This is an optimization exercise on Yosys and OpenROAD, whose aim is small area, a short achievable clock period and few clock cycles per item, not a production implementation. RTL that was checked went through simulation tests only; none was proved equivalent to the original.

## wip/nickel
==> flow/design.v (excerpt) <==
module pel_scaler_top #(
    parameter int FLUX  = 2,
    parameter int DEPTH = 4
) (
    input  logic                              clk,
    input  logic                              rst_n,
    input  logic            [FLUX-1:0]        in_write,
    input  pel_pkg::pel_t   [FLUX-1:0]        in_din,
    output logic            [FLUX-1:0]        in_full,
    input  coef_pkg::coef_t [FLUX-1:0]        coef,
    input  logic            [FLUX-1:0]        out_read,
    output pel_pkg::pel_t   [FLUX-1:0]        out_dout,
    output logic            [FLUX-1:0]        out_empty
);
    genvar f;
    generate
        for (f = 0; f < FLUX; f++)
        begin : g_lane
            scaler u_lane (
                .clk       (clk),
                .rst_n     (rst_n),
                .in_write  (in_write[f]),
                .in_din    (in_din[f]),
                .in_full   (in_full[f]),
                .coef      (coef[f]),
                .out_read  (out_read[f]),
                .out_dout  (out_dout[f]),
                .out_empty (out_empty[f])
            );
        end
    endgenerate
endmodule
clock: 8.0 ns
lec_check: 0
cap_margin: 20
core_margin: 2
core_utilization: 40
slew_margin: 20
run.sh (not shown) runs the stock make flow with config.mk's settings and CLKGATE_MAP_FILE= SYNTH_SCRIPT=/design/flow/synth_recipe.tcl, a recipe that flattens the netlist after the stock synthesis.
wip/nickel reached the final stage; the timing, design-rule and antenna checks on its layout passed.
Testbench counts of wip/nickel, summed over its fixed seeds: cycles 8,016, items 16,000.
#### Input delta (wip/maple over wip/nickel)
- SETUP_SLACK_MARGIN: unset -> 4
Notes after the runs:
- Sequential cell area share, wip/nickel and wip/maple: larger value in wip/nickel
- Summary of the comparison: cell count of the worst reg-to-reg path is higher in wip/maple, relative to wip/nickel.
- Compared to wip/nickel, wip/maple shows a wider setup margin.
- Diff wip/nickel -> wip/maple | global-route usage | increase of 1.4 points
Input-level comparison between wip/violet and wip/maple:
- swapping 4 for 2 in SETUP_SLACK_MARGIN
## What came out
Between wip/violet and wip/maple, the area taken by flip-flops and latches does not differ in any meaningful way. Comparing wip/maple against wip/violet, there is no change at all in overall die area. First-pass GRT wire length in wip/violet is 0.37% above wip/maple. Between wip/maple and wip/violet, the difference in total routing usage reported by global routing is negligible. Every stage of the flow completed for wip/violet, and the final layout passed the timing, design-rule and antenna checks. Higher cell count among wip/maple and wip/violet: wip/maple. Core utilization: wip/violet lower than wip/maple. Total wire length after detailed routing: wip/maple vs wip/violet — no meaningful difference. wip/maple and wip/violet ended up with nearly the same placed cell count.

* * *

== the reference run ==
Another version of the RTL of pel_scaler_top (not shown whole).
Size in the first run: roughly 1400 cells after synthesis, about 110 I/O pins.
Settings: LEC_CHECK=0, CAP_MARGIN=20, CORE_MARGIN=2, CORE_UTILIZATION=40, SLEW_MARGIN=20, SYNTH_HIERARCHICAL=1; clock period 8.0 ns.
[inputs] the trial run vs the reference run
--- a/flow/config.mk
+++ b/flow/config.mk
@@ -10,2 +10,3 @@
 export CORE_UTILIZATION = 40
+export SETUP_SLACK_MARGIN = 4.5
 export SLEW_MARGIN = 20
==> comparison <==
In the flow results for the reference run and the trial run, the fraction of met1 tracks used by global routing is smaller on the trial run. Compared with the reference run, the trial run shows a higher global-route usage over all layers. Share of final layout cell area taken by non-clock buffers was lower in the reference run than in the trial run. Between the trial run and the reference run, the number of storage elements in the synthesis netlist figures differ only marginally. Async set-reset flop share out of synthesis: the trial run vs the reference run identical. Sort the reference run and the trial run by routing usage on met3 asc -> top: the trial run.
No run of this note included a check of the RTL's function; only the layout flow was run.

* * *

Setup of lane 1:
pel_scaler_top, a different RTL version from the one above (not shown whole).
Size: roughly 1400 cells after synthesis, ~110 I/O pins, roughly 0.016 mm2 of cells after synthesis.
Settings: LEC_CHECK=0, CAP_MARGIN=20, CORE_MARGIN=2, CORE_UTILIZATION=60, CTS_BUF_LIST=sky130_fd_sc_hd__clkbuf_4 sky130_fd_sc_hd__clkbuf_8, CTS_CLUSTER_DIAMETER=100, CTS_CLUSTER_SIZE=30, PLACE_DENSITY=0.7, SETUP_SLACK_MARGIN=4.3, SLEW_MARGIN=20, SYNTH_HIERARCHICAL=1; clock period 8.0 ns.
standard.sh (not shown) runs the stock make flow with config.mk's settings and CLKGATE_MAP_FILE= SYNTH_SCRIPT=/design/flow/synth_recipe.tcl, a recipe that flattens the netlist after the stock synthesis.
==> flow/flow/run.sh <==
#!/bin/bash
# the standard layout, with plain buffers (not delay cells) on the ports
bash standard.sh "BUFFER_PORTS_ARGS=-buffer_cell sky130_fd_sc_hd__buf_2" finish > standard.log 2>&1
Testbench counts of lane 1, summed over its fixed seeds: cycles 8,016, items 16,000.
diff inputs: lane 1 => lane 2
Settings: PLACE_DENSITY no longer set, was 0.7; CORE_UTILIZATION now 40, was 60.
==> comparison <==
- Clock skew of lane 1 is on par with lane 2.
- [compare] base=lane 1 new=lane 2: overall global routing resource usage decreased by 8.3 points relative to the old numbers; utilization decreased 21 points.
- Compared with lane 1, lane 2 instantiates a larger number of standard cells.
- Diff lane 1 -> lane 2 | horizontal die dimension | up by more than 10%
- Across lane 2 and lane 1, the outcome is the same: a clean finish for every run.
- In the reports for lane 2 and lane 1, the smaller count of clock-net buffers in the final layout belongs to lane 1.
- On pre-CTS setup slack, lane 2 and lane 1 are basically level.
- Looking at worst setup slack, lane 2 sits above lane 1.
- Of lane 2 and lane 1, lane 1 shows the higher transition at the pin with the smallest max-transition slack, with lane 2 below it.

* * *

pel_scaler_top again, from the RTL that the note above started with.
## pel_scaler_top
module pel_scaler_top #(
    parameter int FLUX  = 2,
    parameter int DEPTH = 4
) (
    input  logic                              clk,
    input  logic                              rst_n,
    input  logic            [FLUX-1:0]        in_write,
    input  pel_pkg::pel_t   [FLUX-1:0]        in_din,
    output logic            [FLUX-1:0]        in_full,
    input  coef_pkg::coef_t [FLUX-1:0]        coef,
    input  logic            [FLUX-1:0]        out_read,
    output pel_pkg::pel_t   [FLUX-1:0]        out_dout,
    output logic            [FLUX-1:0]        out_empty
);
clock: 8.0 ns
lec_check: 0
cap_margin: 20
core_margin: 2
core_utilization: 65
cts_buf_list: sky130_fd_sc_hd__clkbuf_4 sky130_fd_sc_hd__clkbuf_8
cts_cluster_diameter: 100
cts_cluster_size: 30
place_density: 0.75
setup_slack_margin: 4.3
slew_margin: 20
synth_hierarchical: 1
tns_end_percent: 100
Scripts as last shown in full above: flow/flow/run.sh
Testbench counts at the start, summed over its fixed seeds: cycles 8,016, items 16,000.
Edit:
Settings changed: CORE_UTILIZATION 65 to 55, PLACE_DENSITY 0.75 to 0.65, TNS_END_PERCENT 100 to default.
Effect:
- final cell count grows by 4.0%
- routed wire length grows by 1.8%
- cell area grows by 0.83%
- synthesized area does not change
Edit:
==> flow/flow/run.sh (replaced) <==
#!/bin/bash
# the standard layout, with plain buffers (not delay cells) on the ports
bash standard.sh "BUFFER_PORTS_ARGS=-buffer_cell sky130_fd_sc_hd__buf_1" finish > standard.log 2>&1
Settings changed: CORE_UTILIZATION 55 to 65, PLACE_DENSITY 0.65 to 0.75.
Result:
- first-iteration DRC count rises by 41%
- worst setup slack is better by 5.6 ps
- critical path depth stays the same
- die area is lower by 15%
- global-route usage came out higher by 3.9 points
- core utilization increases by 9.6 points
- wire length is about the same
- area after synthesis stays the same
- register-to-register slack gets worse by 20 ps

* * *

## run A
Starting RTL as in the previous note.
Design pel_scaler_top, start of the top module:
module pel_scaler_top #(
    parameter int FLUX  = 2,
    parameter int DEPTH = 4
) (
    input  logic                              clk,
    input  logic                              rst_n,
    input  logic            [FLUX-1:0]        in_write,
    input  pel_pkg::pel_t   [FLUX-1:0]        in_din,
    output logic            [FLUX-1:0]        in_full,
    input  coef_pkg::coef_t [FLUX-1:0]        coef,
    input  logic            [FLUX-1:0]        out_read,
    output pel_pkg::pel_t   [FLUX-1:0]        out_dout,
    output logic            [FLUX-1:0]        out_empty
);
==> flow/config.mk <==
export PLATFORM = sky130hd
export DESIGN_NAME = pel_scaler_top
export DESIGN_NICKNAME = pel_scaler_top
export VERILOG_FILES = /design/flow/design.v
export SDC_FILE = /design/flow/constraint.sdc
export NUM_CORES = 4
export LEC_CHECK = 0
export CAP_MARGIN = 20
export CORE_MARGIN = 2
export CORE_UTILIZATION = 65
export CTS_BUF_LIST = sky130_fd_sc_hd__clkbuf_4 sky130_fd_sc_hd__clkbuf_8
export CTS_CLUSTER_DIAMETER = 100
export CTS_CLUSTER_SIZE = 30
export PLACE_DENSITY = 0.75
export SETUP_SLACK_MARGIN = 4.0
export SLEW_MARGIN = 20
export SYNTH_HIERARCHICAL = 1
==> flow/constraint.sdc <==
create_clock -name core_clock -period 8.0 [get_ports {clk}]
set_input_delay 1.6000 -clock core_clock [delete_from_list [all_inputs] [get_ports {clk}]]
set_output_delay 1.6000 -clock core_clock [all_outputs]
set_load 0.01 [all_outputs]
==> flow/flow/run.sh <==
#!/bin/bash
# the standard layout, with plain buffers (not delay cells) on the ports
bash standard.sh "BUFFER_PORTS_ARGS=-buffer_cell sky130_fd_sc_hd__buf_2" finish > standard.log 2>&1
Testbench counts of run A, summed over its fixed seeds: cycles 8,016, items 16,000.
--- input diff run A..run B ---
- PLACE_DENSITY no longer set, was 0.75
- CORE_UTILIZATION now 40, was 65
- SETUP_SLACK_MARGIN now 4, was 4.0
==> flow/flow/run.sh <==
#!/bin/bash
# the standard layout, with plain buffers (not delay cells) on the ports
bash standard.sh "BUFFER_PORTS_ARGS=-buffer_cell sky130_fd_sc_hd__buf_1" finish > standard.log 2>&1
==> notes.md <==
Re placed instance count: run B and run A aren't equal, and the lower value belongs to run A. Sequential share of layout area, run B and run A: larger value in run A. In run B the post-route cell area turned out 0.71% higher than in run A.
### run B -> run C
- a change of CORE_UTILIZATION from 40 to 75
- a change of SETUP_SLACK_MARGIN from 4 to 4.3
- an added PLACE_DENSITY of 0.85
==> flow/flow/run.sh <==
#!/bin/bash
# the standard layout, with plain buffers (not delay cells) on the ports
bash standard.sh "BUFFER_PORTS_ARGS=-buffer_cell sky130_fd_sc_hd__buf_2" finish > standard.log 2>&1
Notes after the runs:
- Run C against run B: number of standard-cell rows in the floorplan dropped 19; global-route wire length before repair was more or less identical; global-route usage now sits higher; sequential share of layout area went up.
## Diff of input files: run D against run C
- PLACE_DENSITY changed from 0.85 to 0.75
- GPL_TIMING_DRIVEN newly set to 1
- CORE_UTILIZATION changed from 75 to 65
==> comparison <==
Looking at the reports, run C completed the entire flow and the layout it produced met the timing, design-rule and antenna checks. Run D ran to completion and came out clean on the timing, design-rule and antenna checks. Diff run C..run D | setup TNS | unchanged. First-pass iteration count of the detailed router (run D over run C): increase, 1. Cell count of the worst reg-to-reg path (lower): run C. Going from run C to run D, sequential share of cell area grows by 0.35 points. Of run C and run D, the run reporting the lower global-route usage was run D. The final reports for run D and run C show final cycle utilization of the critical path lower in the former. Of run C and run D, the run reporting the higher routed length on met2 was run C. Compared with run C, run D instantiates a larger number of standard cells. In run D, the post-placement cell count came out 51 above the value in run C.
Here is what was changed in the inputs of run E compared with run D.
- GPL_TIMING_DRIVEN: 1 -> unset
- CORE_UTILIZATION: 65 -> 40
- SETUP_SLACK_MARGIN: 4.3 -> 3.7
- PLACE_DENSITY: 0.75 -> unset
--- outcome ---
Total length of routed wires: run D and run E compared, lower one is run D. Via count of the first global-routing pass (run E over run D): decrease, 136. The run showing the smaller minimum clock period after layout is run D.

* * *

Setup of tundra:
pel_scaler_top, a different RTL version from the one above (not shown whole).
Size: ~1500 cells after synthesis, about 110 I/O pins, roughly 0.017 sq mm of cells after synthesis.
==> flow/design.v (excerpt) <==
module pel_scaler_top #(
    parameter int FLUX  = 2,
    parameter int DEPTH = 4
) (
    input  logic                              clk,
    input  logic                              rst_n,
    input  logic            [FLUX-1:0]        in_write,
    input  pel_pkg::pel_t   [FLUX-1:0]        in_din,
    output logic            [FLUX-1:0]        in_full,
    input  coef_pkg::coef_t [FLUX-1:0]        coef,
    input  logic            [FLUX-1:0]        out_read,
    output pel_pkg::pel_t   [FLUX-1:0]        out_dout,
    output logic            [FLUX-1:0]        out_empty
);
==> flow/config.mk <==
export PLATFORM = sky130hd
export DESIGN_NAME = pel_scaler_top
export DESIGN_NICKNAME = pel_scaler_top
export VERILOG_FILES = /design/flow/design.v
export SDC_FILE = /design/flow/constraint.sdc
export NUM_CORES = 4
export LEC_CHECK = 0
export CAP_MARGIN = 20
export CORE_MARGIN = 2
export CORE_UTILIZATION = 40
export SETUP_SLACK_MARGIN = 4
export SLEW_MARGIN = 20
export SYNTH_HIERARCHICAL = 1
==> flow/constraint.sdc <==
create_clock -name core_clock -period 8.0 [get_ports {clk}]
set_input_delay 1.6000 -clock core_clock [delete_from_list [all_inputs] [get_ports {clk}]]
set_output_delay 1.6000 -clock core_clock [all_outputs]
set_load 0.01 [all_outputs]
run.sh (not shown) runs the stock make flow with config.mk's settings and CLKGATE_MAP_FILE= SYNTH_SCRIPT=/design/flow/synth_recipe.tcl, a recipe that flattens the netlist after the stock synthesis.
Stock flow here: none of the scripts above is used.
tundra | stages: all done | timing, DRC, antenna: all pass
> inputs changed (tundra -> onyx)
-- flow/config.mk --
<<< tundra, line 11
export SETUP_SLACK_MARGIN = 4
>>> onyx, line 11
export SETUP_SLACK_MARGIN = 5
==> notes.md <==
Having completed the whole flow, onyx delivered a layout that passed the timing, design-rule and antenna checks.
Of onyx and tundra, the run reporting the lower total via count in the routed design was tundra.
In onyx, the non-clock buffer total of the final layout came out 154 above the value in tundra.
onyx ended up with a higher total routed wirelength than tundra did.
onyx: final standard cell count with taps included and fillers excluded is about 8% higher than what tundra reported.
Minimum setup slack after placement, onyx and tundra, higher one = onyx.
Lower worst hold slack after final layout was reported by tundra, not onyx.
Changes observed in onyx relative to tundra: area growth from synthesis to final layout higher.
As far as synthesized area is concerned, tundra and onyx perform about the same.
The register clock-pin slew on the reported worst setup and hold paths of tundra and that of onyx are within noise of each other.
| global-route wire length before repair | onyx vs tundra | 4500 microns higher |
--- input diff onyx..juniper ---
==> flow/flow/run.sh (new file) <==
#!/bin/bash
# standard layout, logged
bash standard.sh > standard.log 2>&1
==> flow/standard.sh (new file) <==
#!/bin/bash
# synth_recipe.tcl (not shown) runs the flow's synth.tcl, then flattens the netlist and writes it again
# the make line also repeats each setting of config.mk as NAME=value (left out here)
make -C /OpenROAD-flow-scripts/flow DESIGN_CONFIG=/design/flow/config.mk WORK_HOME=/design/flow/orfs CLKGATE_MAP_FILE= SYNTH_SCRIPT=/design/flow/synth_recipe.tcl "${@:-finish}"
-- flow/config.mk --
<<< onyx, line 11
export SETUP_SLACK_MARGIN = 5
>>> juniper, line 11
export SETUP_SLACK_MARGIN = 4
removed: flow/run.sh
Results
- juniper finished end to end and its layout was clean on timing, DRC and antenna.
- On juniper: maximum frequency is about 1.2% lower than what onyx gave.
- Comparing onyx and juniper, the higher first-pass iteration count of the detailed router was measured on onyx.
- Looking only at data arrival time of the worst path, and setting everything else aside, the lower value of onyx and juniper goes to onyx.
For indigo, these inputs were changed with respect to juniper:
==> flow/run.sh (new file) <==
#!/bin/bash
# synth_recipe.tcl (not shown) runs the flow's synth.tcl, then flattens the netlist and writes it again
# the make line also repeats each setting of config.mk as NAME=value (left out here)
make -C /OpenROAD-flow-scripts/flow DESIGN_CONFIG=/design/flow/config.mk WORK_HOME=/design/flow/orfs CLKGATE_MAP_FILE= SYNTH_SCRIPT=/design/flow/synth_recipe.tcl finish
-- flow/config.mk --
<<< juniper, line 11
export SETUP_SLACK_MARGIN = 4
>>> indigo, line 11
export SETUP_SLACK_MARGIN = 3
removed: flow/flow/run.sh
removed: flow/standard.sh
--- outcome ---
Between juniper and indigo, the wire length of the first global-routing pass does not differ in any meaningful way.
indigo against juniper: critical path depth fell by 3; met1 wire length fell by 280 microns; core utilization of the finished layout fell by 0.64 points.
indigo reports its origin of the worst setup path as out_read[1] while juniper reports g_lane[0].u_lane.t_q[3]$_DFFE_PP_.
For the share of layout cells above drive strength 1, indigo came in 4.9 points lower than juniper did.
indigo against juniper; design area is down slightly.
Total die area delta (indigo -> juniper): insignificant
No functional check of the RTL was part of any run of this note.

[separate check: timing with driven ports]
The flow's constraints put no driver on any port. The routed layouts listed below were extracted and timed again, unchanged, in two steps. Step 1 assumes that a clkbuf_16 drives the clock port and a buf_2 every other input. Step 2 adds t to the input delays and takes it off the output delays; t is the mean of the earliest and latest rising clock arrival at the registers after step 1. Input paths then give back, and output paths get back, about the clock's delay inside the block. a / b / c = ideal / step 1 / step 2; a / b = the first two.
| run | t, ns | setup WS [ns] | latest minus earliest clock arrival (ns) | slew at the worst register clock pin (ns) | worst data-port slew with drivers (ns) |
|---|---|---|---|---|---|
| wip/nickel | 0.447 | 1.211 / 1.211 / 1.211 | 0.017 / 0.017 | 0.08 / 0.08 | 0.06 |
| wip/maple | 0.442 | 1.940 / 1.940 / 1.940 | 0.016 / 0.017 | 0.08 / 0.08 | 0.05 |
| wip/violet | 0.454 | 1.890 / 1.890 / 1.890 | 0.011 / 0.010 | 0.08 / 0.08 | 0.05 |
| the reference run | 0.518 | 2.735 / 2.680 / 2.947 | 0.017 / 0.017 | 0.07 / 0.07 | 0.07 |
| the trial run | 0.519 | 3.616 / 3.566 / 4.085 | 0.025 / 0.024 | 0.07 / 0.07 | 0.05 |
| lane 1 | 0.494 | 4.184 / 4.138 / 4.315 | 0.020 / 0.020 | 0.09 / 0.09 | 0.04 |
| lane 2 | 0.521 | 4.261 / 4.215 / 4.321 | 0.024 / 0.024 | 0.09 / 0.09 | 0.06 |
| the first run of note 4 | 0.481 | 4.293 / 4.248 / 4.324 | 0.023 / 0.023 | 0.10 / 0.10 | 0.04 |
| the second run of note 4 | 0.500 | 4.215 / 4.167 / 4.315 | 0.024 / 0.023 | 0.11 / 0.11 | 0.04 |
| the third run of note 4 | 0.480 | 4.221 / 4.174 / 4.311 | 0.021 / 0.022 | 0.10 / 0.10 | 0.04 |
| run A | 0.487 | 4.137 / 4.130 / 4.137 | 0.026 / 0.026 | 0.10 / 0.10 | 0.04 |
| run B | 0.534 | 4.088 / 4.088 / 4.088 | 0.020 / 0.020 | 0.10 / 0.10 | 0.06 |
| run C | 0.489 | 4.231 / 4.186 / 4.305 | 0.017 / 0.017 | 0.09 / 0.09 | 0.04 |
| run D | 0.481 | 4.293 / 4.248 / 4.324 | 0.023 / 0.023 | 0.10 / 0.10 | 0.04 |
| run E | 0.514 | 3.943 / 3.943 / 3.943 | 0.022 / 0.022 | 0.09 / 0.09 | 0.06 |
| tundra | 0.492 | 4.097 / 4.042 / 4.127 | 0.013 / 0.013 | 0.07 / 0.07 | 0.08 |
| onyx | 0.506 | 4.142 / 4.087 / 4.279 | 0.015 / 0.014 | 0.07 / 0.07 | 0.06 |
| juniper | 0.492 | 4.097 / 4.042 / 4.127 | 0.013 / 0.013 | 0.07 / 0.07 | 0.08 |
| indigo | 0.494 | 3.571 / 3.539 / 3.539 | 0.016 / 0.015 | 0.07 / 0.07 | 0.09 |
After both steps setup and hold are still met in every run listed. For indigo, which loses most, drivers alone change the setup slack by -0.032 ns; drivers and shift together by -0.032 ns.
